Context: an optimization exercise on an open-source flow, tuned for small area. The choices shown serve that exercise and are no tape-out recipe.
In this exercise RTL edits were held to simulation tests only and were not proved equivalent to the original.

==> flow/design.v <==
module regfile_mp_aoi222 (
  input  logic a0, b0, a1, b1, a2, b2,
  output logic y
);
  assign y = ~((a0 & b0) | (a1 & b1) | (a2 & b2));
endmodule
module regfile_mp_nand4 (
  input  logic a, b, c, d,
  output logic y
);
  assign y = ~(a & b & c & d);
endmodule
module regfile_mp_or3 (
  input  logic a, b, c,
  output logic y
);
  assign y = a | b | c;
endmodule
module regfile_mp_hold (
  input  logic ws, hs, w, q,
  output logic d
);
  assign d = (ws & w) | (hs & q);
endmodule
module regfile_mp_nand2 (
  input  logic a, b,
  output logic y
);
  assign y = ~(a & b);
endmodule
module regfile_mp_inv (
  input  logic a,
  output logic y
);
  assign y = ~a;
endmodule
module regfile_mp_ao221 (
  input  logic a0, b0, a1, b1, c,
  output logic y
);
  assign y = (a0 & b0) | (a1 & b1) | c;
endmodule
module regfile_mp_and3 (
  input  logic a, b, c,
  output logic y
);
  assign y = a & b & c;
endmodule
module regfile_mp_and2 (
  input  logic a, b,
  output logic y
);
  assign y = a & b;
endmodule
module regfile_mp_rbit (
  input  logic [31:0] s,
  input  logic [31:0] d,
  output logic        y
);
  logic [9:0] n;
  logic [2:0] o;
  logic       m;
  for (genvar k = 0; k < 10; k++) begin : g_aoi
    regfile_mp_aoi222 u (
      .a0(s[3*k]),   .b0(d[3*k]),
      .a1(s[3*k+1]), .b1(d[3*k+1]),
      .a2(s[3*k+2]), .b2(d[3*k+2]),
      .y(n[k]));
  end
  regfile_mp_nand4 u_n0 (.a(n[0]), .b(n[1]), .c(n[2]), .d(n[3]), .y(o[0]));
  regfile_mp_nand4 u_n1 (.a(n[4]), .b(n[5]), .c(n[6]), .d(n[7]), .y(o[1]));
  regfile_mp_nand2 u_n2 (.a(n[8]), .b(n[9]), .y(m));
  regfile_mp_ao221 u_a2 (.a0(s[30]), .b0(d[30]), .a1(s[31]), .b1(d[31]), .c(m), .y(o[2]));
  regfile_mp_or3   u_o  (.a(o[0]), .b(o[1]), .c(o[2]), .y(y));
endmodule
module regfile_mp #(
  parameter int XLEN     = 32,
  parameter int DEPTH    = 32,
  parameter int NUM_RD   = 2,
  parameter int READ_REG = 0,
  parameter int ZERO_R0  = 1,
  parameter int AW       = (DEPTH > 1) ? $clog2(DEPTH) : 1
) (
  input  logic                   clk,
  input  logic                   rst,
  input  logic                   we,
  input  logic [AW-1:0]          waddr,
  input  logic [XLEN-1:0]        wdata,
  input  logic [NUM_RD*AW-1:0]   raddr,
  output logic [NUM_RD*XLEN-1:0] rdata,
  input  logic                   clr_req,
  output logic                   clr_busy,
  output logic                   clr_done
);
  logic       busy;
  logic [4:0] ptr;
  always_ff @(posedge clk) begin
    if (rst) begin
      busy <= 1'b0;
      ptr  <= '0;
    end else begin
      if (busy) begin
        ptr <= ptr + 1'b1;
        if (ptr == 5'd31) busy <= 1'b0;
      end else if (clr_req) begin
        busy <= 1'b1;
      end
    end
  end
  assign clr_busy = busy;
  assign clr_done = busy && (ptr == 5'd31);
  logic [3:0] wl, cl;
  logic [7:0] wh, ch;
  always_comb begin
    for (int k = 0; k < 4; k++) begin
      wl[k] = we && (waddr[1:0] == 2'(k));
      cl[k] = rst || (busy && (ptr[1:0] == 2'(k)));
    end
    for (int j = 0; j < 8; j++) begin
      wh[j] = (waddr[4:2] == 3'(j));
      ch[j] = rst || (ptr[4:2] == 3'(j));
    end
  end
  logic [31:1][31:0] mem;
  logic [31:1]       nws;    
  for (genvar r = 1; r < 32; r++) begin : g_ent
    logic [31:0] mem_d;
    logic        ncl, ws, hs;
    regfile_mp_nand2 u_nws (.a(wl[r % 4]), .b(wh[r / 4]), .y(nws[r]));
    regfile_mp_nand2 u_ncl (.a(cl[r % 4]), .b(ch[r / 4]), .y(ncl));
    regfile_mp_and3  u_ws  (.a(wl[r % 4]), .b(wh[r / 4]), .c(ncl), .y(ws));
    regfile_mp_and2  u_hs  (.a(nws[r]), .b(ncl), .y(hs));
    for (genvar b = 0; b < 32; b++) begin : g_bit
      regfile_mp_hold u_hold (.ws(ws), .hs(hs), .w(wdata[b]), .q(mem[r][b]), .d(mem_d[b]));
    end
    always_ff @(posedge clk) begin
      mem[r] <= mem_d;
    end
  end
  logic wr_ok;
  assign wr_ok = we && (waddr != 5'd0);
  for (genvar i = 0; i < 2; i++) begin : g_rd
    logic [4:0]  ra;
    logic        byp;
    logic [3:0]  rl;
    logic [7:0]  rh;
    logic [31:0] sel;    
    assign ra  = raddr[i*5 +: 5];
    assign byp = wr_ok && (waddr == ra);
    always_comb begin
      for (int k = 0; k < 4; k++) rl[k] = (ra[1:0] == 2'(k));
      for (int j = 0; j < 8; j++) rh[j] = (ra[4:2] == 3'(j));
    end
    assign sel[0] = byp;
    for (genvar r = 1; r < 32; r++) begin : g_sel
      regfile_mp_and3 u_sel (.a(rl[r % 4]), .b(rh[r / 4]), .c(nws[r]), .y(sel[r]));
    end
    for (genvar b = 0; b < 32; b++) begin : g_bit
      logic [31:0] dv;
      assign dv[0] = wdata[b];
      for (genvar r = 1; r < 32; r++) begin : g_dv
        assign dv[r] = mem[r][b];
      end
      regfile_mp_rbit u_rbit (.s(sel), .d(dv), .y(rdata[i*32 + b]));
    end
  end
endmodule
Settings: LEC_CHECK=0, CAP_MARGIN=20, CORE_MARGIN=2, CORE_UTILIZATION=42, SETUP_SLACK_MARGIN=0.2, SLEW_MARGIN=20, SYNTH_HIERARCHICAL=1; clock period 6.0 ns.
standard.sh (not shown) runs the stock make flow with config.mk's settings and CLKGATE_MAP_FILE= SYNTH_SCRIPT=/design/flow/synth_recipe.tcl, a recipe that flattens the netlist after the stock synthesis.
==> flow/flow/run.sh <==
#!/bin/bash
set -euo pipefail
export BUFFER_PORTS_ARGS="-buffer_cell sky130_fd_sc_hd__buf_1"
export DONT_USE_CELLS="sky130_fd_sc_hd__buf_12 sky130_fd_sc_hd__buf_16"
export CTS_ARGS="-sink_clustering_enable -repair_clock_nets -dont_use_dummy_load -buf_list sky130_fd_sc_hd__clkbuf_16 -sink_clustering_size 24 -sink_clustering_max_diameter 80"
bash standard.sh > standard.log 2>&1
Next try:
--- a/flow/design.v
+++ b/flow/design.v
@@ -17,10 +17,10 @@
   assign y = a | b | c;
 endmodule
 module regfile_mp_hold (
-  input  logic ws, hs, w, q,
+  input  logic ws, nws, w, q,
   output logic d
 );
-  assign d = (ws & w) | (hs & q);
+  assign d = (ws & w) | (nws & q);
 endmodule
 module regfile_mp_nand2 (
   input  logic a, b,
@@ -40,17 +40,17 @@
 );
   assign y = (a0 & b0) | (a1 & b1) | c;
 endmodule
-module regfile_mp_and3 (
-  input  logic a, b, c,
+module regfile_mp_and4 (
+  input  logic a, b, c, d,
   output logic y
 );
-  assign y = a & b & c;
+  assign y = a & b & c & d;
 endmodule
-module regfile_mp_and2 (
-  input  logic a, b,
+module regfile_mp_oa21 (
+  input  logic a0, a1, b,
   output logic y
 );
-  assign y = a & b;
+  assign y = (a0 | a1) & b;
 endmodule
 module regfile_mp_rbit (
   input  logic [31:0] s,
@@ -122,19 +122,23 @@
     end
   end
   logic [31:1][31:0] mem;
-  logic [31:1]       nws;    
+  logic [31:1]       valid;   
+  logic [31:1]       ws, nws;
   for (genvar r = 1; r < 32; r++) begin : g_ent
     logic [31:0] mem_d;
-    logic        ncl, ws, hs;
+    logic        ncs, valid_d;
     regfile_mp_nand2 u_nws (.a(wl[r % 4]), .b(wh[r / 4]), .y(nws[r]));
-    regfile_mp_nand2 u_ncl (.a(cl[r % 4]), .b(ch[r / 4]), .y(ncl));
-    regfile_mp_and3  u_ws  (.a(wl[r % 4]), .b(wh[r / 4]), .c(ncl), .y(ws));
-    regfile_mp_and2  u_hs  (.a(nws[r]), .b(ncl), .y(hs));
+    regfile_mp_inv   u_ws  (.a(nws[r]), .y(ws[r]));
     for (genvar b = 0; b < 32; b++) begin : g_bit
-      regfile_mp_hold u_hold (.ws(ws), .hs(hs), .w(wdata[b]), .q(mem[r][b]), .d(mem_d[b]));
+      regfile_mp_hold u_hold (.ws(ws[r]), .nws(nws[r]), .w(wdata[b]), .q(mem[r][b]), .d(mem_d[b]));
     end
     always_ff @(posedge clk) begin
       mem[r] <= mem_d;
+    end
+    regfile_mp_nand2 u_ncs   (.a(cl[r % 4]), .b(ch[r / 4]), .y(ncs));
+    regfile_mp_oa21  u_valid (.a0(valid[r]), .a1(ws[r]), .b(ncs), .y(valid_d));
+    always_ff @(posedge clk) begin
+      valid[r] <= valid_d;
     end
   end
   logic wr_ok;
@@ -153,7 +157,7 @@
     end
     assign sel[0] = byp;
     for (genvar r = 1; r < 32; r++) begin : g_sel
-      regfile_mp_and3 u_sel (.a(rl[r % 4]), .b(rh[r / 4]), .c(nws[r]), .y(sel[r]));
+      regfile_mp_and4 u_sel (.a(rl[r % 4]), .b(rh[r / 4]), .c(valid[r]), .d(nws[r]), .y(sel[r]));
     end
     for (genvar b = 0; b < 32; b++) begin : g_bit
       logic [31:0] dv;
Effect: The changed run finished with timing, DRC and antenna clean; die area rose by about 1.9%; final cell count rose by 1.1%; setup slack gains 0.054 ns; synthesized area rose by about 2%; core utilization hardly moves.

## port drivers added, routing unchanged
Ports are ideal in the flow. The routed layouts listed here were re-timed in OpenROAD.
Step 1: set_driving_cell puts a clkbuf_16 on clk and a buf_2 on each other input, an assumption about the parent block.
Step 2, shift: input delay + t, output delay - t, t = (earliest + latest rising clock arrival at the registers) / 2. This alone moves slack from input paths to output paths.
Slacks: ideal / step 1 / step 2; pairs: ideal / step 1.
run | shift t [ns] | setup WS [ns] | latest minus earliest clock arrival (ns) | worst register clock-pin slew, ns
the first run | 0.716 | 0.163 / 0.141 / 0.141 | 0.088 / 0.088 | 0.10 / 0.10
the second run | 0.711 | 0.217 / 0.094 / 0.094 | 0.067 / 0.067 | 0.10 / 0.10
After both steps every run listed still meets setup and hold. For the second run, which loses most, drivers alone change the setup slack by -0.123 ns; drivers and shift together by -0.123 ns.
